This is an optimization exercise on Yosys and OpenROAD, whose aim is small area, a short achievable clock period and few clock cycles, not a production implementation. Function was not checked in any run shown here: the RTL went through the layout flow alone.

==> flow/design.v <==
`timescale 1ns / 1ps
package sitda_pkg;
  localparam int unsigned VALUE_BITS_DEF = 32;
  localparam int unsigned CHAR_W         = 8;
  localparam int unsigned BCD_W          = 38;
  function automatic logic [3:0] dig_dbl(input logic [2:0] r, input logic c);
    logic [3:0] o;
    o[3] = ~((~r[2] & ~r[1]) | (~r[0] & ~c));
    o[2] = (r[2] & c) | (r[1] & ~r[0] & ~c);
    o[1] = (~r[2] & r[0] & c) | (~r[1] & r[0] & ~c);
    o[0] = ~((~r[2] & ~r[1] & ~c) | (r[1] & c));
    dig_dbl = o;
  endfunction
  function automatic logic [BCD_W-1:0] bcd_dbl(input logic [BCD_W-1:0] b, input logic c);
    logic [BCD_W-1:0] o;
    logic [3:0]       t;
    o[3:0] = dig_dbl(b[2:0], c);
    for (int i = 1; i < 9; i++) begin
      o[4*i +: 4] = dig_dbl(b[4*i +: 3], b[4*i-1]);
    end
    t = dig_dbl({1'b0, b[37:36]}, b[35]);
    o[37:36] = t[1:0];
    bcd_dbl = o;
  endfunction
  function automatic logic [BCD_W-1:0] dabble4(input logic [BCD_W-1:0] b,
                                               input logic [3:0] n);
    logic [BCD_W-1:0] r;
    r = b;
    for (int s = 3; s >= 0; s--) begin
      r = bcd_dbl(r, n[s]);
    end
    dabble4 = r;
  endfunction
  function automatic logic [7:0] nib_code(input logic [3:0] n);
    logic [7:0] o;
    case (n)
      4'd0:  o = 8'h00;
      4'd1:  o = 8'h01;
      4'd2:  o = 8'h02;
      4'd3:  o = 8'h03;
      4'd4:  o = 8'h05;
      4'd5:  o = 8'h08;
      4'd6:  o = 8'h09;
      4'd7:  o = 8'h0A;
      4'd8:  o = 8'h0B;
      4'd9:  o = 8'h0D;
      4'd10: o = 8'h10;
      4'd11: o = 8'h11;
      4'd12: o = 8'h12;
      4'd13: o = 8'h13;
      4'd14: o = 8'h15;
      default: o = 8'h18;
    endcase
    nib_code = o;
  endfunction
  function automatic logic [3:0] dig_bin(input logic [3:0] d);
    logic [3:0] v;
    v = {1'b0, d[2], d[1], d[0] & ~d[2]};
    dig_bin = d[3] ? v + 4'd5 : v;
  endfunction
endpackage
`timescale 1ns / 1ps
module signed_int_to_decimal_ascii_top #(
  parameter int unsigned VALUE_BITS = sitda_pkg::VALUE_BITS_DEF
) (
  input  logic                         clk_i,
  input  logic                         rst_ni,
  input  logic                         in_valid_i,
  output logic                         in_ready_o,
  input  logic signed [VALUE_BITS-1:0] value_i,
  output logic                         out_valid_o,
  input  logic                         out_ready_i,
  output logic [sitda_pkg::CHAR_W-1:0] char_code_o,
  output logic                         last_char_o
);
  localparam int unsigned BcdW = sitda_pkg::BCD_W;
  typedef struct packed {
    logic [3:0] u;
    logic       c;
    logic       first;
    logic       last;
    logic       neg;
  } nib_t;
  typedef struct packed {
    logic [4:0] chr;
    logic       last;
  } och_t;
  logic            f_act_q;   
  logic [7:0]      fptr_q;    
  logic            h_v_q;     
  nib_t            h_q;
  logic            t_v_q;     
  nib_t            t_q;
  logic            cneg_q;    
  logic [BcdW-1:0] bcd_q;
  logic            ebusy_q;
  logic            efirst_q;  
  logic            enegp_q;   
  logic [9:0]      p1h_q;     
  logic [BcdW-1:0] dig_q;
  logic            o0_v_q;    
  och_t            o0_q;
  logic            o1_v_q;    
  och_t            o1_q;
  logic        neg;
  logic [31:0] u;
  logic [7:0]  zlow;          
  logic [7:0]  flag;          
  logic [7:0]  first1h;       
  logic [7:0]  sel;
  nib_t        fnib;
  assign neg = value_i[VALUE_BITS-1];
  assign u   = value_i ^ {32{neg}};
  always_comb begin
    for (int j = 0; j < 8; j++) begin
      zlow[j] = (j == 0) ? 1'b1 : ~|(value_i & ((32'd1 << (4*j)) - 32'd1));
    end
    flag[0] = 1'b0;
    flag[1] = 1'b1;
    for (int j = 2; j < 8; j++) begin
      flag[j] = (|u[4*j +: 4]) || (neg && (&u[4*j-4 +: 4]));
    end
    for (int j = 0; j < 8; j++) begin
      first1h[j] = flag[j] && !(|(flag & (8'hFF << (j+1))));
    end
  end
  assign sel = f_act_q ? fptr_q : first1h;
  always_comb begin
    for (int b = 0; b < 4; b++) begin
      logic [7:0] ub;
      for (int j = 0; j < 8; j++) begin
        ub[j] = u[4*j+b];
      end
      fnib.u[b] = |(ub & sel);
    end
    fnib.c     = neg && (|(zlow & sel));
    fnib.first = !f_act_q;
    fnib.last  = sel[0];
    fnib.neg   = neg;
  end
  logic [9:0] nz;             
  logic [9:0] top1h;          
  logic [9:0] esel;
  logic [3:0] edig;
  logic       take;
  logic       e_last;
  logic       e_free;
  logic       emit_now;
  och_t       ech;
  always_comb begin
    for (int d = 0; d < 9; d++) begin
      nz[d] = |dig_q[4*d +: 4];
    end
    nz[9] = |dig_q[36 +: 2];
    for (int d = 1; d < 10; d++) begin
      top1h[d] = nz[d] && !(|(nz & (10'h3FF << (d+1))));
    end
    top1h[0] = !(|nz[9:1]);
  end
  assign esel = efirst_q ? top1h : p1h_q;
  always_comb begin
    for (int b = 0; b < 4; b++) begin
      logic [9:0] db;
      for (int d = 0; d < 9; d++) begin
        db[d] = dig_q[4*d+b];
      end
      db[9] = (b < 2) ? dig_q[36+b] : 1'b0;
      edig[b] = |(db & esel);
    end
  end
  assign take     = !o1_v_q;
  assign emit_now = ebusy_q && take;
  assign e_last   = !enegp_q && esel[0];
  assign e_free   = !ebusy_q || (take && e_last);
  assign ech.chr  = enegp_q ? 5'h0D : {1'b1, sitda_pkg::dig_bin(edig)};
  assign ech.last = e_last;
  logic            finish;
  logic            start_t;
  logic            cons1;
  logic            cons2;
  logic            cons_any;
  logic [3:0]      hnib;
  logic [BcdW-1:0] bcd_nx;
  logic [7:0]      hcode;
  logic [7:0]      tcode;
  assign finish   = h_v_q && h_q.last && e_free;
  assign start_t  = finish && t_v_q && t_q.first;
  assign cons2    = start_t;
  assign cons1    = h_v_q && (!h_q.last || e_free) && !start_t;
  assign cons_any = h_v_q && (!h_q.last || e_free);
  assign hnib     = h_q.u + {3'd0, h_q.c};
  assign hcode    = sitda_pkg::nib_code(hnib);
  assign tcode    = sitda_pkg::nib_code(t_q.u + {3'd0, t_q.c});
  assign bcd_nx   = sitda_pkg::dabble4(bcd_q, hnib);
  logic fetch;
  logic f_is_last;
  assign f_is_last  = f_act_q && fptr_q[0];
  assign in_ready_o = f_is_last && !t_v_q;
  assign fetch      = in_valid_i && (f_is_last ? !t_v_q : (!t_v_q || cons_any));
  logic pop;
  assign pop = o0_v_q && out_ready_i;
  always_ff @(posedge clk_i or negedge rst_ni) begin
    if (!rst_ni) begin
      f_act_q <= 1'b0;
      h_v_q   <= 1'b0;
      t_v_q   <= 1'b0;
      ebusy_q <= 1'b0;
      o0_v_q  <= 1'b0;
      o1_v_q  <= 1'b0;
    end else begin
      if (fetch) begin
        f_act_q <= !f_is_last;
      end
      if (cons2) begin
        h_v_q <= fetch;
        t_v_q <= 1'b0;
      end else if (cons1 || !h_v_q) begin
        h_v_q <= t_v_q || fetch;
        t_v_q <= t_v_q && fetch;
      end else begin
        t_v_q <= t_v_q || fetch;
      end
      if (finish) begin
        ebusy_q <= 1'b1;
      end else if (emit_now && e_last) begin
        ebusy_q <= 1'b0;
      end
      if (!o0_v_q || pop) begin
        o0_v_q <= o1_v_q || emit_now;
        o1_v_q <= 1'b0;
      end else if (emit_now) begin
        o1_v_q <= 1'b1;
      end
    end
  end
  always_ff @(posedge clk_i) begin
    if (fetch) begin
      fptr_q <= sel >> 1;
    end
    if (cons2) begin
      h_q <= fnib;
    end else if (cons1 || !h_v_q) begin
      h_q <= t_v_q ? t_q : fnib;
      if (t_v_q) begin
        t_q <= fnib;
      end
    end else if (fetch) begin
      t_q <= fnib;
    end
    if (start_t || (h_v_q && !h_q.last)) begin
      if (start_t) begin
        bcd_q <= {{(BcdW-8){1'b0}}, tcode};
      end else if (h_q.first) begin
        bcd_q <= {{(BcdW-8){1'b0}}, hcode};
      end else begin
        bcd_q <= bcd_nx;
      end
    end
    if (start_t) begin
      cneg_q <= t_q.neg;
    end else if (h_v_q && h_q.first) begin
      cneg_q <= h_q.neg;
    end
    if (finish) begin
      dig_q    <= bcd_nx;
      efirst_q <= 1'b1;
      enegp_q  <= cneg_q;
    end else if (emit_now) begin
      if (enegp_q) begin
        enegp_q <= 1'b0;
      end else begin
        efirst_q <= 1'b0;
        p1h_q    <= esel >> 1;
      end
    end
    if (!o0_v_q || pop) begin
      o0_q <= o1_v_q ? o1_q : ech;
    end
    if (emit_now) begin
      o1_q <= ech;
    end
  end
  assign out_valid_o = o0_v_q;
  assign char_code_o = {3'b001, o0_q.chr};
  assign last_char_o = o0_q.last;
endmodule
==> flow/run.sh <==
#!/bin/bash
# synth_recipe.tcl (not shown) runs the flow's synth.tcl, then flattens the netlist and writes it again
# the make line also repeats each setting of config.mk as NAME=value (left out here)
make -C /OpenROAD-flow-scripts/flow DESIGN_CONFIG=/design/flow/config.mk WORK_HOME=/design/flow/orfs CLKGATE_MAP_FILE= SYNTH_SCRIPT=/design/flow/synth_recipe.tcl finish
==> flow/config.mk <==
export PLATFORM = sky130hd
export DESIGN_NAME = signed_int_to_decimal_ascii_top
export DESIGN_NICKNAME = signed_int_to_decimal_ascii_top
export VERILOG_FILES = /design/flow/design.v
export SDC_FILE = /design/flow/constraint.sdc
export NUM_CORES = 4
export LEC_CHECK = 0
export ABC_AREA = 1
export CAP_MARGIN = 20
export CORE_MARGIN = 2
export CORE_UTILIZATION = 40
export SLEW_MARGIN = 20
==> flow/constraint.sdc <==
create_clock -name core_clock -period 4.5 [get_ports {clk_i}]
set_input_delay 0.9000 -clock core_clock [delete_from_list [all_inputs] [get_ports {clk_i}]]
set_output_delay 0.9000 -clock core_clock [all_outputs]
set_load 0.01 [all_outputs]
==> results of run 1 <==
-- per-layer routing --
metal  global-route usage, %  wire [µm]
met5                       0          0
met4                    5.32        236
met3                    2.93        575
met2                    31.9       9900
met1                    20.9       8770
-- cells in the final DEF (no fill, tap or decap), types with 4 or more instances in the layout --
master                            synthesis  layout
sky130_fd_sc_hd__nand2_1                309     309
sky130_fd_sc_hd__nor2_1                 153     153
sky130_fd_sc_hd__inv_1                  148     148
sky130_fd_sc_hd__edfxtp_1               122     122
sky130_fd_sc_hd__nand3_1                 98      98
sky130_fd_sc_hd__o21ai_0                 81      81
sky130_fd_sc_hd__clkdlybuf4s50_1          0      42
sky130_fd_sc_hd__a21oi_1                 36      35
sky130_fd_sc_hd__xor2_1                  25      25
sky130_fd_sc_hd__nand4_1                 17      17
sky130_fd_sc_hd__ha_1                    17      17
sky130_fd_sc_hd__clkbuf_16                0      17
sky130_fd_sc_hd__o21ai_1                 16      16
sky130_fd_sc_hd__nor3_1                  12      11
sky130_fd_sc_hd__or2_2                    8       8
sky130_fd_sc_hd__xnor2_1                  7       7
sky130_fd_sc_hd__o21ai_2                  6       6
sky130_fd_sc_hd__nor4_1                   6       6
sky130_fd_sc_hd__dfrtp_1                  6       6
sky130_fd_sc_hd__nand2_4                  5       5
sky130_fd_sc_hd__or2_1                    4       4
sky130_fd_sc_hd__nand2_2                  4       4
sky130_fd_sc_hd__nand3b_1                 4       4
sky130_fd_sc_hd__o211ai_1                 4       4
sky130_fd_sc_hd__inv_6                    0       4
-- metrics by stage --
stage	setup WS, ns
after global routing	1.23
after global placement	1.36
after floorplan	0.640
final	1.43
after detailed placement	1.32
after CTS	1.40
-- state kept, by name, indices dropped and copies added (netlist names) --
register and count:
bcd_q 38, efirst_q 1, fptr_q 7, h_q 8
o1_v_q 1, dig_q 38, t_v_q 1, cneg_q 1
f_act_q 1, o0_q 6, p1h_q 9, ebusy_q 1
o1_q 6, h_v_q 1, enegp_q 1, o0_v_q 1
t_q 8
-- path summary, 6_finish.rpt --
check,start,end,slack (ns)
min in group asynchronous,rst_ni,ebusy_q,0.72
worst max register to register,efirst_q,bcd_q[19],1.43
worst max-delay path,efirst_q,bcd_q[19],1.43
max in group asynchronous,rst_ni,h_v_q,3.57
worst min register to register,h_q[0],cneg_q,0.52
worst min-delay path,h_q[0],cneg_q,0.52
-- worst reg2reg max path: stages, from the launching register on --
cell	delay (ns)
sky130_fd_sc_hd__dfxtp_1	0.49
sky130_fd_sc_hd__inv_2	0.21
sky130_fd_sc_hd__nor2_2	0.20
sky130_fd_sc_hd__nand4_1	0.15
sky130_fd_sc_hd__o21ai_4	0.28
sky130_fd_sc_hd__nand2_4	0.10
sky130_fd_sc_hd__nand2_4	0.09
sky130_fd_sc_hd__nand2_4	0.08
sky130_fd_sc_hd__nor2_8	0.17
sky130_fd_sc_hd__inv_4	0.11
sky130_fd_sc_hd__a21oi_4	0.63
sky130_fd_sc_hd__buf_12	0.26
-- cells by family (layout without fill, tap and decap cells) --
family	count (synthesis)	after routing	share of synthesized area, %
AND/OR/NAND/NOR	634	634	31.5
buffers and inverters	170	231	7.99
AO/OA/AOI/OAI	166	166	10.7
flip-flops	129	129	43.9
XOR/XNOR	33	33	3.39
adder cells (fa/ha/maj)	17	17	2.44
other	2	3	0.0860
-- area by class of cell --
class                           count  area [µm²]
Inverter                          153         577
Timing Repair Buffer               46         460
Clock buffer                       18         429
Tap cell                          280         350
Clock inverter                     14         155
Fill cell                        2121       11600
Multi-Input combinational cell    853        4220
Sequential cell                   129        3830
==> flow_summary.json, run 1 <==
{
  "status": "timing/DRC/antenna clean",
  "fmax_mhz": 326,
  "post_cts.repair.setup_buffers": 0,
  "grt_remaining_overflow": 0,
  "synthMostInstantiatedCell": "sky130_fd_sc_hd__nand2_1",
  "finalSetupTns_ns": 0,
  "synth.top_cells.by_count": "309 x sky130_fd_sc_hd__nand2_1, 153 x sky130_fd_sc_hd__nor2_1, 148 x sky130_fd_sc_hd__inv_1",
  "crit_path_cell_trace": "inv_2, nor2_2, nand4_1, o21ai_4, nand2_4, nand2_4, nand2_4, nor2_8, inv_4, a21oi_4, buf_12",
  "post_cts_resized": 0,
  "postPlaceCellArea_um2": 9440,
  "rsz0062_at_grt": "false",
  "worst_hold_slack_ns": 0.520,
  "drt-initial-drc-count": 404,
  "netlist_instances": 1151,
  "detail_route.wirelength_um": 19500,
  "cp_data_arrival_time_ns": 3.19,
  "finish.utilization_pct": 46.4,
  "finalCriticalPeriod_ns": 3.07,
  "cp_data_required_time_ns": 4.63,
  "die_area_um2": 23000,
  "critical_path_class": "reg -> reg",
  "ys_seq_elements": 129,
  "grt_start_max_net_pins": 36,
  "insertion_delay_to_the_later_sink_of_the_worst_skew_pair_ns": 0.42,
  "h-tree-depth": 4,
  "worstHoldPathCells": 2,
  "routed_wire_length_per_instance_um": 13.0,
  "netlist.top_cell.by_area": "sky130_fd_sc_hd__edfxtp_1",
  "grt_antenna_before_repair": 0,
  "routabilityCongestion": 0.896,
  "antenna_violating_nets_post_route": 0,
  "synth_top_area_share_pct": 41.9,
  "boundary_pin_count": 47,
  "drcViolationCount": 0,
  "layout_worst_path_cycle_share_pct": 68.1,
  "path_max_fanout": 21,
  "timing.critical_path.slowest_stage_cell": "sky130_fd_sc_hd__a21oi_4",
  "mean_cell_area_of_the_mapped_netlist_um2": 7.59,
  "clock-skew-final_ns": 0.0120,
  "synth.lib_cells_used.distinct": 56,
  "crit_cells": 11,
  "cp.buffers_inverters": 3,
  "grt_util_all_layers_pct": 17.5,
  "portBuffers": 43,
  "number_of_global_route_vias_before_repair": 6896,
  "hold_viol_final": 0,
  "clock_path_buffers": 2,
  "cpMostUsedCell": "sky130_fd_sc_hd__nand2_4",
  "cts_clk_pin_slew_worst_paths_ns": 0.06,
  "final_cell_count_no_fill": 1493,
  "max-slew-margin-rel_pct": 41.7,
  "dp.cells": 1461,
  "slowest_delay_ns": 0.63,
  "synthesis.yosys.warnings": 1,
  "synth-async-reset-ratio_pct": 4.65,
  "number_of_clock_buffers_inserted_by_tritoncts": 17,
  "number_of_synthesized_flops_with_an_enable_pin": 122,
  "holdCritPathClass": "reg -> reg",
  "mappedNetlistArea_um2": 8730,
  "setup.worst_path.start_class": "register",
  "numClockSinks": 129,
  "postSynth.topFlopCell": "sky130_fd_sc_hd__edfxtp_1",
  "hpwl_detailed_um": 15000,
  "cts_hold_buffers": 0,
  "area_growth_synth_to_finish_pct": 14.8,
  "timing.final.max_slew_violations": 0,
  "netlist_top_cells_area": "sky130_fd_sc_hd__edfxtp_1 42%, sky130_fd_sc_hd__nand2_1 13%, sky130_fd_sc_hd__nor2_1 6.6%",
  "die_w_um": 152,
  "grt_first_pass_wirelength_um": 31700,
  "die_y_um": 152,
  "worst_pin_slew_ns": 0.869,
  "clockRootBuffer": "sky130_fd_sc_hd__clkbuf_16",
  "timing.reg2reg.worst_path_depth": 11,
  "critPathCaptureType": "register",
  "detailedRoute.firstPassIterationCount": 5,
  "drive_above_1_share_pct": 6.43,
  "setup_violations": 0,
  "placement_rows": 54,
  "cap_violations": 0,
  "tritoncts": "built",
  "route.vias.total": 7326,
  "design.core.area_um2": 21600,
  "design.final.nets": 1253,
  "cell_area_after_layout_um2": 10000,
  "viasPerCell": 4.91,
  "diodes": 0,
  "initial_utilization_pct": 40.4,
  "crit_family": "compound AO/OA/AOI/OAI gates",
  "ys_seq_area_share_pct": 43.9
}
==> inputs of run 2 (changes only) <==
--- a/flow/config.mk
+++ b/flow/config.mk
@@ -5,7 +5,6 @@
 export SDC_FILE = /design/flow/constraint.sdc
 export NUM_CORES = 4
 export LEC_CHECK = 0
-export ABC_AREA = 1
 export CAP_MARGIN = 20
 export CORE_MARGIN = 2
 export CORE_UTILIZATION = 40
==> run 2 against run 1 <==
Die area increased by 38%. Critical path depth shrank 2. Maximum frequency shrank 18%. Highest routed layer unchanged. Critical path type is now in -> reg. Critical endpoint is now h_q[4].
==> flow_summary.json, run 2 <==
{
  "status": "timing/DRC/antenna clean",
  "largest_registers": "bcd_q: 38 flops, dig_q: 38 flops, p1h_q: 9 flops",
  "boundary_pin_count": 47,
  "cts_clk_pin_slew_worst_paths_ns": 0.06,
  "grt_first_pass_wirelength_um": 52800,
  "tritoncts": "built",
  "detailedRoute.firstPassIterationCount": 7,
  "cell_area_after_layout_um2": 13400,
  "design.final.nets": 1502,
  "number_of_synthesized_flops_with_an_enable_pin": 122,
  "synth_top_area_share_pct": 30.2,
  "final_common_cell": "sky130_fd_sc_hd__nand2_1",
  "met1_usage_pct": 27.9,
  "number_of_clock_buffers_inserted_by_tritoncts": 17,
  "setup.worst_path.start_class": "input pin",
  "met3_usage_pct": 2.37,
  "route.vias.total": 11584,
  "critPathCaptureType": "register",
  "path_max_fanout": 6,
  "crit_path_cell_trace": "clkdlybuf4s50_1, or4_4, a21oi_1, nand3b_1, or2b_1, a211oi_1, a2111oi_0, o2111ai_1, mux2_2",
  "viasPerCell": 6.25,
  "post_cts_resized": 0,
  "groute.layer.met2.usage_pct": 33.8,
  "grt-busiest-layer": "met2",
  "ys_seq_area_share_pct": 31.6,
  "synth.top_cells.by_count": "139 x sky130_fd_sc_hd__nand2_1, 124 x sky130_fd_sc_hd__nor2_1, 122 x sky130_fd_sc_hd__edfxtp_1",
  "ys_seq_elements": 129,
  "drt-initial-drc-count": 870,
  "fillerInstances": 2850,
  "hold_viol_final": 0,
  "antenna_violating_nets_post_route": 0,
  "die_y_um": 178,
  "post_cts.repair.setup_buffers": 0,
  "layout_worst_path_cycle_share_pct": 82.6,
  "flop2flop_setup_slack_ns": 0.85,
  "cp_data_required_time_ns": 4.66,
  "setup_violations": 0,
  "placement_rows": 63,
  "layout_common_cells": "139 x sky130_fd_sc_hd__nand2_1, 122 x sky130_fd_sc_hd__nor2_1, 122 x sky130_fd_sc_hd__edfxtp_1",
  "slowest_delay_ns": 0.58,
  "h-tree-depth": 4,
  "portBuffers": 43,
  "area_growth_synth_to_finish_pct": 10.2,
  "cts_hold_buffers": 0,
  "synthMostInstantiatedCell": "sky130_fd_sc_hd__nand2_1",
  "cp_data_arrival_time_ns": 3.88,
  "postPlaceCellArea_um2": 12800,
  "grt_util_all_layers_pct": 20.2,
  "netlist.top_cell.by_area": "sky130_fd_sc_hd__edfxtp_1",
  "synth-async-reset-ratio_pct": 4.65,
  "mean_cell_area_of_the_mapped_netlist_um2": 8.23,
  "holdCritPathClass": "reg -> reg",
  "die_area_um2": 31700,
  "pre_cts_setup_slack_ns": 0.343,
  "mappedNetlistArea_um2": 12100,
  "diodes": 0,
  "design.core.area_um2": 29700,
  "drcViolationCount": 0,
  "routed_wire_length_per_instance_um": 17.5,
  "finalSetupTns_ns": 0,
  "fmax_mhz": 269,
  "synth.lib_cells_used.distinct": 108,
  "timing.critical_path.slowest_stage_cell": "sky130_fd_sc_hd__or4_4",
  "max-slew-margin-rel_pct": 37.0,
  "grt_start_max_net_pins": 42,
  "postSynth.topFlopCell": "sky130_fd_sc_hd__edfxtp_1",
  "netlist_instances": 1474,
  "drive_above_1_share_pct": 8.82,
  "routabilityCongestion": 0.932,
  "synthesis.yosys.warnings": 1,
  "worst_pin_slew_ns": 0.944,
  "die_w_um": 178,
  "number_of_global_route_vias_before_repair": 10462,
  "netlist_top_cells_area": "sky130_fd_sc_hd__edfxtp_1 30%, sky130_fd_sc_hd__nand2_1 4.3%, sky130_fd_sc_hd__o21ai_0 4.3%",
  "hpwl_detailed_um": 23200,
  "layout_setup_ws_ns": 0.782,
  "timing.final.max_slew_violations": 0,
  "cap_violations": 0,
  "numClockSinks": 129,
  "grt_antenna_before_repair": 0,
  "grt_remaining_overflow": 0,
  "clockRootBuffer": "sky130_fd_sc_hd__clkbuf_16",
  "finalCriticalPeriod_ns": 3.72,
  "detail_route.wirelength_um": 32300,
  "insertion_delay_to_the_later_sink_of_the_worst_skew_pair_ns": 0.42,
  "critical_path_class": "in -> reg",
  "rsz0062_at_grt": "false",
  "initial_utilization_pct": 40.8,
  "clock_path_buffers": 2,
  "clock-skew-final_ns": 0.0105
}
-- run 2: path summary, 6_finish.rpt --
check                             from        end  cells past startpoint
max                        value_i[25]     h_q[4]                      9
min                             t_q[1]     h_q[1]                      2
max reg2reg                  dig_q[29]  bcd_q[22]                     10
min reg2reg                     t_q[1]     h_q[1]                      2
max in group asynchronous       rst_ni      h_v_q                      1
min in group asynchronous       rst_ni     o0_v_q                      1
-- run 2: metrics by stage --
step                hold WS, ns  util (%)  cells
finish                    0.530      45.0   1852
global route              0.567      45.0   1852
CTS                       0.533      45.0   1852
detailed placement        0.510      43.1   1820
global placement          0.506      43.1   1820
floorplan                 0.491         -   1475
-- run 2: cell families (layout without fill, tap and decap cells) --
logic type | after synthesis | after routing | share of synthesized area, %
compound gates | 570 | 570 | 33.5
simple gates | 533 | 533 | 22.4
buf+inv | 162 | 149 | 5.28
flops | 129 | 129 | 31.6
mux | 32 | 32 | 2.82
xor+xnor | 24 | 24 | 2.12
fa+ha+maj | 22 | 22 | 2.18
other cells | 2 | 3 | 0.0619
-- run 2: layout make-up --
| class | instances | area, µm² | area share (%) |
|---|---|---|---|
| multi-input combinational | 1184 | 7680 | 57.5 |
| sequential | 129 | 3830 | 28.7 |
| timing repair buffer | 65 | 608 | 4.55 |
| tap | 390 | 488 | 3.65 |
| clock buffer | 18 | 429 | 3.21 |
| inverter | 52 | 198 | 1.48 |
| clock inverter | 14 | 131 | 0.983 |
-- run 2: worst max-delay path, delay by kind of cell --
kind / cells / cell delay [ns]
and+or+nand+nor: 3 / 1.07
muxes: 1 / 0.31
buffers and inverters: 1 / 0.53
AOI/OAI and AO/OA: 4 / 1.07
-- run 2: metal layers --
layer / routed length (µm) / up-vias
met1: 14900 / 5514
met4: 321 / 0
li1: - / 5704
met3: 1470 / 27
met5: 0 / -
met2: 15600 / 339
==> inputs of run 3 (changes only) <==
--- a/flow/design.v
+++ b/flow/design.v
@@ -74,6 +74,7 @@
   output logic                         last_char_o
 );
   localparam int unsigned BcdW = sitda_pkg::BCD_W;
+  localparam int unsigned PartW = 33;
   typedef struct packed {
     logic [3:0] u;
     logic       c;
@@ -92,7 +93,10 @@
   logic            t_v_q;     
   nib_t            t_q;
   logic            cneg_q;    
-  logic [BcdW-1:0] bcd_q;
+  logic            czero_q;   
+  logic            esingle_q;  
+  logic            elast_q;   
+  logic [PartW-1:0] bcd_q;
   logic            ebusy_q;
   logic            efirst_q;  
   logic            enegp_q;   
@@ -170,8 +174,8 @@
   end
   assign take     = !o1_v_q;
   assign emit_now = ebusy_q && take;
-  assign e_last   = !enegp_q && esel[0];
-  assign e_free   = !ebusy_q || (take && e_last);
+  assign e_last   = elast_q;
+  assign e_free   = !ebusy_q || (take && elast_q);
   assign ech.chr  = enegp_q ? 5'h0D : {1'b1, sitda_pkg::dig_bin(edig)};
   assign ech.last = e_last;
   logic            finish;
@@ -180,6 +184,7 @@
   logic            cons2;
   logic            cons_any;
   logic [3:0]      hnib;
+  logic [3:0]      tnib;
   logic [BcdW-1:0] bcd_nx;
   logic [7:0]      hcode;
   logic [7:0]      tcode;
@@ -190,8 +195,9 @@
   assign cons_any = h_v_q && (!h_q.last || e_free);
   assign hnib     = h_q.u + {3'd0, h_q.c};
   assign hcode    = sitda_pkg::nib_code(hnib);
-  assign tcode    = sitda_pkg::nib_code(t_q.u + {3'd0, t_q.c});
-  assign bcd_nx   = sitda_pkg::dabble4(bcd_q, hnib);
+  assign tnib     = t_q.u + {3'd0, t_q.c};
+  assign tcode    = sitda_pkg::nib_code(tnib);
+  assign bcd_nx   = sitda_pkg::dabble4({{(BcdW-PartW){1'b0}}, bcd_q}, hnib);
   logic fetch;
   logic f_is_last;
   assign f_is_last  = f_act_q && fptr_q[0];
@@ -249,28 +255,36 @@
     end
     if (start_t || (h_v_q && !h_q.last)) begin
       if (start_t) begin
-        bcd_q <= {{(BcdW-8){1'b0}}, tcode};
+        bcd_q <= {{(PartW-8){1'b0}}, tcode};
       end else if (h_q.first) begin
-        bcd_q <= {{(BcdW-8){1'b0}}, hcode};
+        bcd_q <= {{(PartW-8){1'b0}}, hcode};
       end else begin
-        bcd_q <= bcd_nx;
+        bcd_q <= bcd_nx[PartW-1:0];
       end
     end
     if (start_t) begin
-      cneg_q <= t_q.neg;
+      cneg_q  <= t_q.neg;
+      czero_q <= tnib == 4'd0;
     end else if (h_v_q && h_q.first) begin
-      cneg_q <= h_q.neg;
+      cneg_q  <= h_q.neg;
+      czero_q <= hnib == 4'd0;
+    end else if (h_v_q && !h_q.last) begin
+      czero_q <= czero_q && (hnib == 4'd0);
     end
     if (finish) begin
-      dig_q    <= bcd_nx;
-      efirst_q <= 1'b1;
-      enegp_q  <= cneg_q;
+      dig_q     <= bcd_nx;
+      efirst_q  <= 1'b1;
+      enegp_q   <= cneg_q;
+      esingle_q <= czero_q && (hnib < 4'd10);
+      elast_q   <= !cneg_q && czero_q && (hnib < 4'd10);
     end else if (emit_now) begin
       if (enegp_q) begin
         enegp_q <= 1'b0;
+        elast_q <= esingle_q;
       end else begin
         efirst_q <= 1'b0;
         p1h_q    <= esel >> 1;
+        elast_q  <= esel[1];
       end
     end
     if (!o0_v_q || pop) begin
--- a/flow/config.mk
+++ b/flow/config.mk
@@ -5,6 +5,7 @@
 export SDC_FILE = /design/flow/constraint.sdc
 export NUM_CORES = 4
 export LEC_CHECK = 0
+export ABC_AREA = 1
 export CAP_MARGIN = 20
 export CORE_MARGIN = 2
 export CORE_UTILIZATION = 40
==> run 3 against run 2 <==
Still clean on timing, DRC and antenna. Non-clock buffer count decreased by 20. Maximum frequency increased by 21%. Core utilization up 1.5 points. Critical path type is now reg -> out. Largest cell class unchanged.
==> flow_summary.json, run 3 <==
{
  "ys_seq_elements": 127,
  "cell_area_after_layout_um2": 9740,
  "drt-initial-drc-count": 333,
  "worstHoldPathCells": 0,
  "die_area_um2": 22500,
  "area_growth_synth_to_finish_pct": 14.1,
  "synth.lib_cells_used.distinct": 45,
  "holdPathEnd": "o1_q[0]",
  "cap_violations": 0,
  "numClockSinks": 127,
  "routabilityCongestion": 0.895,
  "synth.top_cells.by_count": "331 x sky130_fd_sc_hd__nand2_1, 149 x sky130_fd_sc_hd__inv_1, 137 x sky130_fd_sc_hd__nor2_1",
  "number_of_clock_buffers_inserted_by_tritoncts": 17,
  "grt_start_max_net_pins": 43,
  "h-tree-depth": 4,
  "cp_data_arrival_time_ns": 2.17,
  "detail_route.wirelength_um": 19400,
  "clock-skew-final_ns": 0.00823,
  "largest_register_ffs": 38,
  "critPathCaptureType": "primary output",
  "synthesis.yosys.warnings": 1,
  "crit_path_cell_trace": "nand2_1, nor2_1, clkdlybuf4s50_1",
  "ys_seq_area_share_pct": 44.2,
  "dp.cells": 1447,
  "finalSetupTns_ns": 0,
  "mux_share_of_post_synthesis_cell_area_pct": 0.117,
  "antenna_violating_nets_post_route": 0,
  "postSynth.topFlopCell": "sky130_fd_sc_hd__edfxtp_1",
  "timing.critical_path.slowest_stage_cell": "sky130_fd_sc_hd__dfrtp_1",
  "setup.worst_path.start_class": "register",
  "post_cts_resized": 0,
  "critical_path.reg2reg.startpoint": "o1_v_q",
  "postPlaceCellArea_um2": 9190,
  "drcViolationCount": 0,
  "regMostFlops": "dig_q",
  "timing.final.max_slew_violations": 0,
  "compound_gate_portion_of_the_synthesized_area_pct": 10.5,
  "netlist_top_cells_area": "sky130_fd_sc_hd__edfxtp_1 42%, sky130_fd_sc_hd__nand2_1 15%, sky130_fd_sc_hd__inv_1 6.6%",
  "initial_utilization_pct": 40.7,
  "routed_wire_length_per_instance_um": 13.1,
  "status": "timing/DRC/antenna clean",
  "boundary_pin_count": 47,
  "placement_rows": 53,
  "synthMostInstantiatedCell": "sky130_fd_sc_hd__nand2_1",
  "route.vias.total": 7350,
  "die_w_um": 150,
  "post_cts.repair.setup_buffers": 0,
  "rr_endpoint": "bcd_q[27]",
  "worst_pin_slew_ns": 1.05,
  "hpwl_detailed_um": 14900,
  "tritoncts": "built",
  "number_of_global_route_vias_before_repair": 6854,
  "final_cell_count_no_fill": 1479,
  "max-slew-margin-rel_pct": 30.0,
  "layout_worst_path_cycle_share_pct": 68.2,
  "cts_hold_buffers": 0,
  "cts_clk_pin_slew_worst_paths_ns": 0.06,
  "portBuffers": 43,
  "fmax_mhz": 326,
  "grt_antenna_before_repair": 0,
  "drive_above_1_share_pct": 5.90,
  "layout_common_cells": "331 x sky130_fd_sc_hd__nand2_1, 149 x sky130_fd_sc_hd__inv_1, 137 x sky130_fd_sc_hd__nor2_1",
  "design.final.nets": 1244,
  "diodes": 0,
  "detailedRoute.firstPassIterationCount": 5,
  "synth-simple-area-share_pct": 31.0,
  "grt_util_all_layers_pct": 18.0,
  "viasPerCell": 4.97,
  "finalCriticalPeriod_ns": 3.07,
  "cp_data_required_time_ns": 3.60,
  "grt_first_pass_wirelength_um": 32300,
  "final_common_cell": "sky130_fd_sc_hd__nand2_1",
  "mean_cell_area_of_the_mapped_netlist_um2": 7.47,
  "hold_viol_final": 0,
  "mappedNetlistArea_um2": 8540,
  "synth-async-reset-ratio_pct": 4.72,
  "setup_violations": 0,
  "timing.reg2reg.worst_path_depth": 10,
  "holdCritPathClass": "reg -> reg",
  "netlist_instances": 1143,
  "netlist.top_cell.by_area": "sky130_fd_sc_hd__edfxtp_1",
  "synth_xor_xnor_area_share_pct": 3.08,
  "synth_top_family_by_area": "simple AND/OR/NAND/NOR gates",
  "die_y_um": 150,
  "largest_registers": "dig_q: 38 flops, bcd_q: 33 flops, p1h_q: 9 flops",
  "rsz0062_at_grt": "false",
  "path_max_fanout": 12,
  "grt_remaining_overflow": 0,
  "post_synth_fa_ha_maj_area_fraction_pct": 2.49,
  "design.core.area_um2": 21000,
  "clock_path_buffers": 2,
  "synth_top_area_share_pct": 42.2,
  "critical_path_class": "reg -> out",
  "clockRootBuffer": "sky130_fd_sc_hd__clkbuf_16",
  "flop2flop_setup_slack_ns": 1.62,
  "number_of_synthesized_flops_with_an_enable_pin": 120,
  "insertion_delay_to_the_later_sink_of_the_worst_skew_pair_ns": 0.42,
  "slowest_delay_ns": 0.63,
  "startpoint_of_the_lowest_slack_hold_path": "elast_q"
}
## run 3: cell types whose count changed after synthesis, sizes merged, moves of 31 or more
cell and change:
nor2b -31, o22ai -31, a21oi -53, a211oi -33
nand3 +51, nand2 +198, inv +105, clkbuf -83
## run 3: area by class of cell
type                       instances  area, µm²
clock buffer                      19        433
clock inverter                    13        118
fill                            2124      11200
inverter                         157        589
multi-input combinational        843       4040
sequential                       127       3770
tap                              275        344
timing repair buffer              45        440
## run 3: how the worst max path moves through the flow
stage	startpoint	end	slack [ns]	depth (start not counted)
after floorplan	o1_v_q	bcd_q[0]	0.96	11
after global placement	value_i[31]	t_q[6]	1.22	11
after detailed placement	value_i[31]	t_q[6]	1.18	11
after CTS	f_act_q	in_ready_o	1.39	3
after global routing	efirst_q	o0_q[2]	1.21	15
final	f_act_q	in_ready_o	1.43	3
## run 3: worst max-delay path, delay by kind of cell, from the launching register on
kind                   cells  cell delay, ns
buffers and inverters      1            0.57
AND/OR/NAND/NOR            2            0.54
flip-flops                 1            0.63
## run 3: per-layer routing
metal | global-route usage (%) | vias up | wire length [µm] | part of all wire (%)
li1 | - | 3855 | - | -
met1 | 21.9 | 3370 | 8700 | 45
met2 | 31.8 | 94 | 9830 | 51
met3 | 3.55 | 31 | 476 | 2.5
met4 | 6.27 | 0 | 357 | 1.8
met5 | 0 | - | 0 | 0
## run 3: cells by family after synthesis
logic type,count (synthesis)
other cells,2
buf+inv,174
mux,1
xor+xnor,30
simple gates,628
compound gates,164
flops,127
fa+ha+maj,17
## run 3: per-stage QoR
| stage | hold WS [ns] | worst slack [ns] | utilization (%) |
|---|---|---|---|
| 2_1_floorplan | 0.427 | 0.960 | - |
| 3_3_place_gp | 0.485 | 1.22 | 43.9 |
| 3_5_place_dp | 0.479 | 1.18 | 43.9 |
| 4_1_cts | 0.493 | 1.39 | 46.5 |
| 5_1_grt | 0.499 | 1.21 | 46.5 |
| 6_report | 0.492 | 1.43 | 46.5 |
==> inputs of run 4 (changes only) <==
--- a/flow/design.v
+++ b/flow/design.v
@@ -76,14 +76,14 @@
   localparam int unsigned BcdW = sitda_pkg::BCD_W;
   localparam int unsigned PartW = 33;
   typedef struct packed {
-    logic [3:0] u;
-    logic       c;
+    logic [3:0] n;
     logic       first;
     logic       last;
     logic       neg;
   } nib_t;
   typedef struct packed {
-    logic [4:0] chr;
+    logic       minus;
+    logic [3:0] dig;
     logic       last;
   } och_t;
   logic            f_act_q;   
@@ -109,6 +109,7 @@
   logic        neg;
   logic [31:0] u;
   logic [7:0]  zlow;          
+  logic [3:0]  mag [8];       
   logic [7:0]  flag;          
   logic [7:0]  first1h;       
   logic [7:0]  sel;
@@ -119,6 +120,9 @@
     for (int j = 0; j < 8; j++) begin
       zlow[j] = (j == 0) ? 1'b1 : ~|(value_i & ((32'd1 << (4*j)) - 32'd1));
     end
+    for (int j = 0; j < 8; j++) begin
+      mag[j] = u[4*j +: 4] + {3'd0, neg && zlow[j]};
+    end
     flag[0] = 1'b0;
     flag[1] = 1'b1;
     for (int j = 2; j < 8; j++) begin
@@ -131,13 +135,12 @@
   assign sel = f_act_q ? fptr_q : first1h;
   always_comb begin
     for (int b = 0; b < 4; b++) begin
-      logic [7:0] ub;
+      logic [7:0] mb;
       for (int j = 0; j < 8; j++) begin
-        ub[j] = u[4*j+b];
+        mb[j] = mag[j][b];
       end
-      fnib.u[b] = |(ub & sel);
+      fnib.n[b] = |(mb & sel);
     end
-    fnib.c     = neg && (|(zlow & sel));
     fnib.first = !f_act_q;
     fnib.last  = sel[0];
     fnib.neg   = neg;
@@ -176,7 +179,8 @@
   assign emit_now = ebusy_q && take;
   assign e_last   = elast_q;
   assign e_free   = !ebusy_q || (take && elast_q);
-  assign ech.chr  = enegp_q ? 5'h0D : {1'b1, sitda_pkg::dig_bin(edig)};
+  assign ech.minus = enegp_q;
+  assign ech.dig   = edig;
   assign ech.last = e_last;
   logic            finish;
   logic            start_t;
@@ -193,38 +197,43 @@
   assign cons2    = start_t;
   assign cons1    = h_v_q && (!h_q.last || e_free) && !start_t;
   assign cons_any = h_v_q && (!h_q.last || e_free);
-  assign hnib     = h_q.u + {3'd0, h_q.c};
+  assign hnib     = h_q.n;
   assign hcode    = sitda_pkg::nib_code(hnib);
-  assign tnib     = t_q.u + {3'd0, t_q.c};
+  assign tnib     = t_q.n;
   assign tcode    = sitda_pkg::nib_code(tnib);
   assign bcd_nx   = sitda_pkg::dabble4({{(BcdW-PartW){1'b0}}, bcd_q}, hnib);
   logic fetch;
   logic f_is_last;
   assign f_is_last  = f_act_q && fptr_q[0];
-  assign in_ready_o = f_is_last && !t_v_q;
+  logic ir_q;
+  logic f_act_d;
+  logic fptr0_d;
+  logic t_v_d;
+  assign in_ready_o = ir_q;
+  assign f_act_d    = fetch ? !f_is_last : f_act_q;
+  assign fptr0_d    = fetch ? sel[1] : fptr_q[0];
+  assign t_v_d      = cons2 ? 1'b0 :
+                      (cons1 || !h_v_q) ? (t_v_q && fetch) : (t_v_q || fetch);
   assign fetch      = in_valid_i && (f_is_last ? !t_v_q : (!t_v_q || cons_any));
   logic pop;
   assign pop = o0_v_q && out_ready_i;
   always_ff @(posedge clk_i or negedge rst_ni) begin
     if (!rst_ni) begin
       f_act_q <= 1'b0;
+      ir_q    <= 1'b0;
       h_v_q   <= 1'b0;
       t_v_q   <= 1'b0;
       ebusy_q <= 1'b0;
       o0_v_q  <= 1'b0;
       o1_v_q  <= 1'b0;
     end else begin
-      if (fetch) begin
-        f_act_q <= !f_is_last;
-      end
+      f_act_q <= f_act_d;
+      ir_q    <= f_act_d && fptr0_d && !t_v_d;
+      t_v_q   <= t_v_d;
       if (cons2) begin
         h_v_q <= fetch;
-        t_v_q <= 1'b0;
       end else if (cons1 || !h_v_q) begin
         h_v_q <= t_v_q || fetch;
-        t_v_q <= t_v_q && fetch;
-      end else begin
-        t_v_q <= t_v_q || fetch;
       end
       if (finish) begin
         ebusy_q <= 1'b1;
@@ -254,13 +263,8 @@
       t_q <= fnib;
     end
     if (start_t || (h_v_q && !h_q.last)) begin
-      if (start_t) begin
-        bcd_q <= {{(PartW-8){1'b0}}, tcode};
-      end else if (h_q.first) begin
-        bcd_q <= {{(PartW-8){1'b0}}, hcode};
-      end else begin
-        bcd_q <= bcd_nx[PartW-1:0];
-      end
+      bcd_q <= (start_t || h_q.first) ? {{(PartW-8){1'b0}}, start_t ? tcode : hcode}
+                                      : bcd_nx[PartW-1:0];
     end
     if (start_t) begin
       cneg_q  <= t_q.neg;
@@ -295,6 +299,6 @@
     end
   end
   assign out_valid_o = o0_v_q;
-  assign char_code_o = {3'b001, o0_q.chr};
+  assign char_code_o = o0_q.minus ? 8'h2D : {4'h3, sitda_pkg::dig_bin(o0_q.dig)};
   assign last_char_o = o0_q.last;
 endmodule
==> run 4 against run 3 <==
Critical path depth up 21. First-iteration DRC count up 24%. Count of clock-buffer cells in the layout down 1. Sequential cell count up 9. Maximum frequency down 21%. Clock skew up 0.0036 ns. Global-route usage down 0.51 points. Hold slack worse by 0.0060 ns. Register-to-register slack worse by 0.52 ns. Non-clock buffer count up 12. Final area up 6.6%. Critical path type is now in -> reg.
==> flow_summary.json, run 4 <==
{
  "netlist.top_cell.by_area": "sky130_fd_sc_hd__edfxtp_1",
  "layout_worst_path_cycle_share_pct": 86.8,
  "netlist_top_cells_area": "sky130_fd_sc_hd__edfxtp_1 39%, sky130_fd_sc_hd__nand2_1 16%, sky130_fd_sc_hd__inv_1 8.1%",
  "timing.reg2reg.worst_path_depth": 20,
  "numClockSinks": 136,
  "placement_rows": 55,
  "cts_clk_pin_slew_worst_paths_ns": 0.06,
  "path_max_fanout": 4,
  "grt_remaining_overflow": 0,
  "worst_hold_slack_ns": 0.486,
  "critical_path.reg2reg.startpoint": "o1_v_q",
  "ys_seq_elements": 136,
  "synth-async-reset-ratio_pct": 5.15,
  "grt_util_all_layers_pct": 17.5,
  "post_cts_resized": 0,
  "flop2flop_setup_slack_ns": 1.10,
  "max-slew-margin-rel_pct": 45.5,
  "holdCritPathClass": "reg -> reg",
  "drcViolationCount": 0,
  "netlist_instances": 1223,
  "synth.top_cells.by_count": "376 x sky130_fd_sc_hd__nand2_1, 196 x sky130_fd_sc_hd__inv_1, 124 x sky130_fd_sc_hd__nor2_1",
  "post_cts.repair.setup_buffers": 0,
  "setup.worst_path.start_class": "input pin",
  "finalCriticalPeriod_ns": 3.91,
  "number_of_global_route_vias_before_repair": 7290,
  "boundary_pin_count": 47,
  "die_area_um2": 23800,
  "largest_register_ffs": 38,
  "critical_path_class": "in -> reg",
  "finalSetupTns_ns": 0,
  "detail_route.wirelength_um": 19500,
  "mean_cell_area_of_the_mapped_netlist_um2": 7.39,
  "diodes": 0,
  "routed_wire_length_per_instance_um": 12.3,
  "route.vias.total": 7582,
  "rsz0062_at_grt": "false",
  "final_common_cell": "sky130_fd_sc_hd__nand2_1",
  "grt_start_max_net_pins": 44,
  "ys_seq_area_share_pct": 43.6,
  "mappedNetlistArea_um2": 9040,
  "hpwl_detailed_um": 15300,
  "dp.cells": 1547,
  "tritoncts": "built",
  "routabilityCongestion": 0.835,
  "final_cell_count_no_fill": 1578,
  "critPathCaptureType": "register",
  "number_of_clock_buffers_inserted_by_tritoncts": 17,
  "hold_viol_final": 0,
  "design.core.area_um2": 22400,
  "fmax_mhz": 256,
  "largest_registers": "dig_q: 38 flops, bcd_q: 33 flops, p1h_q: 9 flops",
  "clock_path_buffers": 2,
  "worst_pin_slew_ns": 0.812,
  "antenna_violating_nets_post_route": 0,
  "die_y_um": 154,
  "cp_data_arrival_time_ns": 4.22,
  "timing.final.max_slew_violations": 0,
  "synth.lib_cells_used.distinct": 49,
  "grt_first_pass_wirelength_um": 33800,
  "cts_hold_buffers": 0,
  "insertion_delay_to_the_later_sink_of_the_worst_skew_pair_ns": 0.43,
  "portBuffers": 43,
  "initial_utilization_pct": 40.3,
  "h-tree-depth": 4,
  "design.final.nets": 1346,
  "drive_above_1_share_pct": 5.80,
  "startpoint_of_the_lowest_slack_hold_path": "elast_q",
  "synth_top_area_share_pct": 39.2,
  "detailedRoute.firstPassIterationCount": 6,
  "die_w_um": 154,
  "synthMostInstantiatedCell": "sky130_fd_sc_hd__nand2_1",
  "synthesis.yosys.warnings": 2,
  "status": "timing/DRC/antenna clean",
  "fillerInstances": 2209,
  "cp_data_required_time_ns": 4.82,
  "regMostFlops": "dig_q",
  "rr_endpoint": "tcode[2]",
  "area_growth_synth_to_finish_pct": 14.8,
  "cap_violations": 0,
  "worstHoldPathCells": 0,
  "number_of_synthesized_flops_with_an_enable_pin": 118,
  "clock-skew-final_ns": 0.0118,
  "setup_violations": 0,
  "holdPathEnd": "o1_q[0]",
  "drt-initial-drc-count": 414,
  "postSynth.topFlopCell": "sky130_fd_sc_hd__edfxtp_1",
  "viasPerCell": 4.80,
  "layout_common_cells": "376 x sky130_fd_sc_hd__nand2_1, 196 x sky130_fd_sc_hd__inv_1, 124 x sky130_fd_sc_hd__nor2_1",
  "clockRootBuffer": "sky130_fd_sc_hd__clkbuf_16",
  "grt_antenna_before_repair": 0
}
## run 4: cell count changes in the layout (fill, tap and decap cells not counted), moves of 11 or more
cell                      delta
sky130_fd_sc_hd__buf_4      +12
sky130_fd_sc_hd__nand2_1    +45
sky130_fd_sc_hd__ha_1       +12
sky130_fd_sc_hd__nor2_1     -13
sky130_fd_sc_hd__inv_1      +47
sky130_fd_sc_hd__nand4_1    -11
sky130_fd_sc_hd__nand3_1    -25
## run 4: per-layer routing
metal  GRT usage [%]  routed length (µm)  up-vias
li1                -                   -     4076
met1            23.0                9590     3356
met2            29.4                8970      127
met3            3.19                 598       23
met4            5.82                 315        0
met5               0                   0        -
## run 4: how the worst max path moves through the flow
stage | start | end | depth (start not counted) | slack (ns)
finish | value_i[7] | hcode[1] | 24 | 0.59
global route | value_i[3] | hcode[1] | 26 | 0.15
CTS | value_i[7] | hcode[0] | 23 | 0.57
detailed placement | value_i[7] | hcode[0] | 23 | 0.11
global placement | value_i[7] | hcode[0] | 23 | 0.17
floorplan | value_i[31] | hcode[0] | 26 | 0.65
## run 4: area by class of cell
class	instances	area, µm²	area share [%]
inverter	208	786	7.57
clock inverter	13	123	1.18
multi-input combinational	861	4210	40.6
timing repair buffer	57	536	5.16
clock buffer	18	429	4.13
sequential	136	3940	37.9
tap	285	357	3.44
## run 4: kinds of logic (layout without fill, tap and decap cells)
kind of cell	after synthesis	after routing	synth area share [%]
buffers and inverters	227	296	9.93
other	2	3	0.0831
AOI/OAI and AO/OA	173	173	10.8
adders and majority gates	29	29	4.01
muxes	1	1	0.111
DFF	136	136	43.6
xor gates and xnor gates	28	28	2.71
and+or+nand+nor	627	627	28.8
## run 4: metrics by stage
step | area, µm² | worst slack (ns) | util [%]
after floorplan | 9040 | 0.654 | -
after global placement | 9830 | 0.168 | 43.8
final | 10400 | 0.595 | 46.3
after global routing | 10400 | 0.149 | 46.3
after detailed placement | 9830 | 0.115 | 43.8
after CTS | 10400 | 0.568 | 46.3
## run 4: critical path: stages
cell and delay (ns):
sky130_fd_sc_hd__clkdlybuf4s50_1 0.43, sky130_fd_sc_hd__nor3_1 0.21, sky130_fd_sc_hd__nand2_1 0.11, sky130_fd_sc_hd__nor3_1 0.26, sky130_fd_sc_hd__nand2_1 0.12, sky130_fd_sc_hd__nor2_1 0.14, sky130_fd_sc_hd__and3_1 0.19, sky130_fd_sc_hd__and3_1 0.15
sky130_fd_sc_hd__ha_1 0.16, sky130_fd_sc_hd__ha_1 0.22, sky130_fd_sc_hd__nand2_1 0.06, sky130_fd_sc_hd__nand2_1 0.04, sky130_fd_sc_hd__a21oi_1 0.11, sky130_fd_sc_hd__nand2_1 0.07, sky130_fd_sc_hd__nor2_1 0.10, sky130_fd_sc_hd__buf_4 0.13
sky130_fd_sc_hd__nand3_1 0.07, sky130_fd_sc_hd__nand3_1 0.11, sky130_fd_sc_hd__nand2_1 0.15, sky130_fd_sc_hd__ha_1 0.25, sky130_fd_sc_hd__inv_1 0.05, sky130_fd_sc_hd__nand2_1 0.05, sky130_fd_sc_hd__nand3_1 0.09, sky130_fd_sc_hd__nand2_1 0.05
==> inputs of run 5 (changes only) <==
--- a/flow/design.v
+++ b/flow/design.v
@@ -32,26 +32,15 @@
     dabble4 = r;
   endfunction
   function automatic logic [7:0] nib_code(input logic [3:0] n);
-    logic [7:0] o;
-    case (n)
-      4'd0:  o = 8'h00;
-      4'd1:  o = 8'h01;
-      4'd2:  o = 8'h02;
-      4'd3:  o = 8'h03;
-      4'd4:  o = 8'h05;
-      4'd5:  o = 8'h08;
-      4'd6:  o = 8'h09;
-      4'd7:  o = 8'h0A;
-      4'd8:  o = 8'h0B;
-      4'd9:  o = 8'h0D;
-      4'd10: o = 8'h10;
-      4'd11: o = 8'h11;
-      4'd12: o = 8'h12;
-      4'd13: o = 8'h13;
-      4'd14: o = 8'h15;
-      default: o = 8'h18;
-    endcase
-    nib_code = o;
+    logic       hi;
+    logic [3:0] m;
+    logic       q;
+    logic [2:0] r;
+    hi = n >= 4'd10;
+    m  = hi ? n - 4'd10 : n;
+    q  = m >= 4'd5;
+    r  = q ? 3'(m - 4'd5) : m[2:0];
+    nib_code = {3'b000, hi, q, r == 3'd4, r[1] & ~r[2], (r[0] | r[2])};
   endfunction
   function automatic logic [3:0] dig_bin(input logic [3:0] d);
     logic [3:0] v;
==> run 5 against run 4 <==
Critical endpoint is now h_q[4]. Hold slack worse by 0.035 ns. Maximum frequency rose by 8.3%. Via count is 3.3% lower. Largest cell class unchanged. Area after synthesis shrank 4.0%. Highest routed layer unchanged. Count of clock-buffer cells in the layout grew 8. Final cell count fell by 3.8%. Sequential share of layout area fell by 0.36 points. First-iteration DRC count is 4.3% higher. Synthesized cell count decreased by 3.6%. Critical path depth decreased by 6.
==> flow_summary.json, run 5 <==
{
  "placement_rows": 53,
  "netlist.top_cell.by_area": "sky130_fd_sc_hd__edfxtp_1",
  "cap_violations": 0,
  "grt_start_max_net_pins": 40,
  "clock-skew-final_ns": 0.0122,
  "routabilityCongestion": 0.886,
  "clock_path_buffers": 2,
  "number_of_synthesized_flops_with_an_enable_pin": 118,
  "die_w_um": 151,
  "max-slew-margin-rel_pct": 51.1,
  "antenna_violating_nets_post_route": 0,
  "worst_hold_slack_ns": 0.451,
  "grt_antenna_before_repair": 0,
  "hold_viol_final": 0,
  "hpwl_detailed_um": 14400,
  "wl_met2_um": 8600,
  "slowest_delay_ns": 0.54,
  "holdCritPathClass": "reg -> reg",
  "synth-async-reset-ratio_pct": 5.56,
  "mappedNetlistArea_um2": 8680,
  "detailedRoute.firstPassIterationCount": 7,
  "post_cts.repair.setup_buffers": 0,
  "cts_hold_buffers": 0,
  "insertion_delay_to_the_later_sink_of_the_worst_skew_pair_ns": 0.41,
  "cp_data_required_time_ns": 4.67,
  "ys_seq_area_share_pct": 43.1,
  "clockRootBuffer": "sky130_fd_sc_hd__clkbuf_16",
  "netlist_instances": 1179,
  "grt_util_all_layers_pct": 16.7,
  "detail_route.wirelength_um": 18200,
  "tritoncts": "built",
  "synth_top_area_share_pct": 40.8,
  "boundary_pin_count": 47,
  "finalCriticalPeriod_ns": 3.61,
  "numClockSinks": 126,
  "die_area_um2": 22900,
  "post_cts_resized": 0,
  "viasPerCell": 4.83,
  "drt-initial-drc-count": 432,
  "cp_data_arrival_time_ns": 3.78,
  "fmax_mhz": 277,
  "design.final.nets": 1289,
  "route.vias.total": 7333,
  "largest_register_ffs": 38,
  "critPathCaptureType": "register",
  "diodes": 0,
  "routed_wire_length_per_instance_um": 12.0,
  "critical_path_class": "in -> reg",
  "h-tree-depth": 4,
  "drcViolationCount": 0,
  "finalSetupTns_ns": 0,
  "die_y_um": 151,
  "rsz0062_at_grt": "false",
  "crit_path_cell_trace": "clkdlybuf4s50_1, nor4_1, inv_1, nor3_2, nand2_1, nor2_1, and3_1, and3_1, ha_1, ha_1, nand2_1, nand2_1, a21oi_1, nand2_1, nor2_2, nand2_2, nand2_1, nand2_1",
  "met3_length_um": 518,
  "netlist_top_cells_area": "sky130_fd_sc_hd__edfxtp_1 41%, sky130_fd_sc_hd__nand2_1 16%, sky130_fd_sc_hd__inv_1 7.1%",
  "design.core.area_um2": 21200,
  "met1_length_um": 8860,
  "ys_seq_elements": 126,
  "synth.lib_cells_used.distinct": 47,
  "portBuffers": 43,
  "cpMostUsedCell": "sky130_fd_sc_hd__nand2_1",
  "final_common_cell": "sky130_fd_sc_hd__nand2_1",
  "largest_registers": "dig_q: 38 flops, bcd_q: 33 flops, p1h_q: 9 flops",
  "grt_remaining_overflow": 0,
  "regMostFlops": "dig_q",
  "synth.top_cells.by_count": "371 x sky130_fd_sc_hd__nand2_1, 164 x sky130_fd_sc_hd__inv_1, 122 x sky130_fd_sc_hd__nor2_1",
  "mean_cell_area_of_the_mapped_netlist_um2": 7.36,
  "finish.utilization_pct": 47.0,
  "synthesis.yosys.warnings": 2,
  "cp.buffers_inverters": 2,
  "synthMostInstantiatedCell": "sky130_fd_sc_hd__nand2_1",
  "area_growth_synth_to_finish_pct": 14.6,
  "top_layer": "met4",
  "worst_pin_slew_ns": 0.733,
  "setup_violations": 0,
  "timing.final.max_slew_violations": 0,
  "setup.worst_path.start_class": "input pin",
  "layout_worst_path_cycle_share_pct": 80.2,
  "cts_clk_pin_slew_worst_paths_ns": 0.05,
  "drive_above_1_share_pct": 6.44,
  "status": "timing/DRC/antenna clean",
  "fillerInstances": 2081,
  "crit_family": "simple AND/OR/NAND/NOR gates",
  "layout_common_cells": "371 x sky130_fd_sc_hd__nand2_1, 164 x sky130_fd_sc_hd__inv_1, 122 x sky130_fd_sc_hd__nor2_1",
  "number_of_clock_buffers_inserted_by_tritoncts": 17,
  "initial_utilization_pct": 41.0,
  "timing.critical_path.slowest_stage_cell": "sky130_fd_sc_hd__nor4_1",
  "path_max_fanout": 3,
  "number_of_global_route_vias_before_repair": 6706,
  "grt_first_pass_wirelength_um": 30600,
  "postSynth.topFlopCell": "sky130_fd_sc_hd__edfxtp_1"
}
==> run 5: area by class of cell <==
cell class | count | area (µm²) | share of cell area [%]
inverter | 169 | 634 | 6.38
clock inverter | 6 | 78.8 | 0.793
timing repair buffer | 48 | 463 | 4.65
tap | 275 | 344 | 3.46
multi-input combinational | 868 | 4170 | 41.9
sequential | 126 | 3740 | 37.6
clock buffer | 26 | 519 | 5.22
==> run 5: cell families (layout without fill, tap and decap cells) <==
family          after synthesis  after routing  share of synthesized area [%]
simple gates                649            649                           31.5
flops                       126            126                           43.1
compound gates              165            165                           9.95
buf+inv                     186            249                           8.95
fa+ha+maj                    23             23                           3.32
other cells                   2              3                         0.0865
xor+xnor                     28             28                           3.08
==> run 5: per-stage QoR <==
stage	std cells	area [µm²]	setup WS, ns
2_1_floorplan	1180	8680	1.41
3_3_place_gp	1486	9350	0.489
3_5_place_dp	1486	9350	0.458
4_1_cts	1518	9950	0.891
5_1_grt	1518	9950	0.558
6_report	1518	9950	0.893
==> run 5: final timing paths <==
path                            start        to  slack [ns]  depth (start not counted)
max                        value_i[2]    h_q[4]        0.89                         18
min                           elast_q   o1_q[0]        0.45                          0
max reg2reg                    o1_v_q  bcd_q[1]        1.75                          9
min reg2reg                   elast_q   o1_q[0]        0.45                          0
max in group asynchronous      rst_ni    o1_v_q        3.46                          1
min in group asynchronous      rst_ni   ebusy_q        0.77                          1
==> run 5: layer usage <==
layer	global-route usage, %	up-vias
li1	-	3935
met1	22.2	3258
met3	2.77	18
met4	4.77	0
met5	0	-
met2	28.2	122
==> inputs of run 6 (changes only) <==
--- a/flow/config.mk
+++ b/flow/config.mk
@@ -9,4 +9,5 @@
 export CAP_MARGIN = 20
 export CORE_MARGIN = 2
 export CORE_UTILIZATION = 40
+export SETUP_SLACK_MARGIN = 2.0
 export SLEW_MARGIN = 20
==> run 6 against run 5 <==
Sequential cell count stayed put. Highest routed layer unchanged. Core utilization increased by 1.1 points. Critical path type unchanged. Still clean on timing, DRC and antenna. Final cell count rose by 0.86%.
==> flow_summary.json, run 6 <==
{
  "status": "timing/DRC/antenna clean",
  "clockRootBuffer": "sky130_fd_sc_hd__clkbuf_16",
  "die_y_um": 151,
  "cts_clk_pin_slew_worst_paths_ns": 0.06,
  "h-tree-depth": 4,
  "cts_hold_buffers": 0,
  "detail_route.wirelength_um": 18300,
  "layout_setup_ws_ns": 1.57,
  "cp_data_arrival_time_ns": 3.11,
  "rsz0062_at_grt": "true",
  "slowest_delay_ns": 0.34,
  "viasPerCell": 4.77,
  "drive_above_1_share_pct": 10.4,
  "grt_remaining_overflow": 0,
  "drcViolationCount": 0,
  "netlist_top_cells_area": "sky130_fd_sc_hd__edfxtp_1 41%, sky130_fd_sc_hd__nand2_1 16%, sky130_fd_sc_hd__inv_1 7.1%",
  "postSynth.topFlopCell": "sky130_fd_sc_hd__edfxtp_1",
  "die_area_um2": 22900,
  "synth.lib_cells_used.distinct": 47,
  "mappedNetlistArea_um2": 8680,
  "synthMostInstantiatedCell": "sky130_fd_sc_hd__nand2_1",
  "hpwl_detailed_um": 13900,
  "setup_violations": 0,
  "cap_violations": 0,
  "cp_data_required_time_ns": 4.68,
  "ys_seq_area_share_pct": 43.1,
  "critPathCaptureType": "register",
  "route.vias.total": 7307,
  "critical_path_startpoint": "value_i[1]",
  "synthesis.yosys.warnings": 2,
  "netlist_instances": 1179,
  "regMostFlops": "dig_q",
  "boundary_pin_count": 47,
  "rr_endpoint": "bcd_q[4]",
  "design.core.area_um2": 21200,
  "timing.final.max_slew_violations": 0,
  "timing.reg2reg.worst_path_depth": 9,
  "setup.worst_path.start_class": "input pin",
  "synth-async-reset-ratio_pct": 5.56,
  "hold_viol_final": 0,
  "netlist.top_cell.by_area": "sky130_fd_sc_hd__edfxtp_1",
  "crit_family": "simple AND/OR/NAND/NOR gates",
  "flop2flop_setup_slack_ns": 1.83,
  "routed_wire_length_per_instance_um": 11.9,
  "finalSetupTns_ns": 0,
  "layout_common_cells": "364 x sky130_fd_sc_hd__nand2_1, 162 x sky130_fd_sc_hd__inv_1, 118 x sky130_fd_sc_hd__nor2_1, 118 x sky130_fd_sc_hd__edfxtp_1, 81 x sky130_fd_sc_hd__nand3_1",
  "ys_seq_elements": 126,
  "final_cell_count_no_fill": 1531,
  "portBuffers": 43,
  "synth_top_area_share_pct": 40.8,
  "layout_worst_path_cycle_share_pct": 65.2,
  "dp.cells": 1485,
  "area_growth_synth_to_finish_pct": 17.2,
  "grt_start_max_net_pins": 43,
  "largest_registers": "dig_q: 38 flops, bcd_q: 33 flops, p1h_q: 9 flops",
  "largest_register_ffs": 38,
  "max-slew-margin-rel_pct": 44.7,
  "worstHoldPathCells": 0,
  "die_w_um": 151,
  "path_max_fanout": 2,
  "cp.buffers_inverters": 2,
  "worst_pin_slew_ns": 0.825,
  "mean_cell_area_of_the_mapped_netlist_um2": 7.36,
  "numClockSinks": 126,
  "clock_path_buffers": 2,
  "pre_cts_setup_slack_ns": 0.564,
  "design.final.nets": 1302,
  "startpoint_of_the_lowest_slack_hold_path": "elast_q"
}
## run 6: changes by cell type in the layout (fill, tap and decap cells not counted), moves of 3 or more
cell                              previous run  this run
sky130_fd_sc_hd__nand2_2                    19        26
sky130_fd_sc_hd__o21ai_1                    24        27
sky130_fd_sc_hd__clkdlybuf4s50_1            42        23
sky130_fd_sc_hd__clkbuf_8                    6         0
sky130_fd_sc_hd__clkbuf_1                    3         0
sky130_fd_sc_hd__buf_2                       1         6
sky130_fd_sc_hd__dlygate4sd2_1               0         9
sky130_fd_sc_hd__nor2_1                    122       118
sky130_fd_sc_hd__clkinvlp_4                  0         6
sky130_fd_sc_hd__buf_4                       5        16
sky130_fd_sc_hd__nand2_1                   371       364
sky130_fd_sc_hd__o21ai_0                    79        76
## run 6: kinds of logic (layout without fill, tap and decap cells)
logic type	after synthesis	in the layout	synth area share, %
other	2	3	0.0865
adders and majority gates	23	23	3.32
AOI/OAI and AO/OA	165	165	9.95
DFF	126	126	43.1
xor gates and xnor gates	28	28	3.08
buffers and inverters	186	262	8.95
and+or+nand+nor	649	649	31.5
## run 6: layout make-up
cell class / instances / area (µm²)
Tap cell: 275 / 344
Clock buffer: 17 / 425
Inverter: 169 / 637
Sequential cell: 126 / 3740
Multi-Input combinational cell: 868 / 4300
Timing Repair Buffer: 61 / 539
Clock inverter: 15 / 196
Fill cell: 2086 / 11000
## run 6: metrics by stage
stage	cell area, µm²	util (%)
6_report	10200	48.1
5_1_grt	10200	48.1
4_1_cts	10100	47.9
2_1_floorplan	8700	-
3_3_place_gp	9360	44.2
3_5_place_dp	9360	44.2
## run 6: layer usage
layer	vias up	part of all wire, %	track usage (%)
li1	3958	-	-
met1	3229	49	22.0
met2	98	47	28.1
met3	22	2.5	2.95
met4	0	1.7	5.09
met5	-	0	0
## run 6: worst max-delay path by stage
stage / end / depth (start not counted)
after floorplan: h_q[4] / 17
after global placement: h_q[4] / 18
after detailed placement: h_q[4] / 18
after CTS: h_q[4] / 18
after global routing: h_q[5] / 18
final: h_q[4] / 18
## run 6: repair_timing
item,CTS,global route
setup endpoints to repair,43,86
gates resized for setup,67,19
pin swaps,26,9
buffers inserted,11,3

[separate check: timing with driven ports]
No port has a modelled driver above. Below, the same layouts with a new extraction and two added sets of constraints.
Step 1 assumes that a clkbuf_16 drives the clock port and a buf_2 every other input.
Step 2, shift: input delay + t, output delay - t, t = (earliest + latest rising clock arrival at the registers) / 2. This alone moves slack from input paths to output paths.
Slacks: ideal ports / drivers / drivers and shift; pairs: ideal ports / drivers.
run | shift t [ns] | setup WS [ns] | latest minus earliest clock arrival (ns) | cell pins on the clock port's net
run 1 | 0.461 | 1.434 / 1.434 / 1.296 | 0.012 / 0.012 | 1
run 2 | 0.460 | 0.782 / 0.807 / 0.347 | 0.011 / 0.010 | 1
run 3 | 0.463 | 1.430 / 1.384 / 1.178 | 0.008 / 0.009 | 1
run 4 | 0.467 | 0.595 / 0.618 / 0.151 | 0.012 / 0.012 | 1
run 5 | 0.449 | 0.893 / 0.911 / 0.462 | 0.013 / 0.013 | 1
run 6 | 0.452 | 1.567 / 1.560 / 1.108 | 0.006 / 0.006 | 1
After both steps setup and hold are still met in every run listed. The setup slack of run 6, which loses most, moves by -0.007 ns with the drivers and by -0.459 ns with both steps.
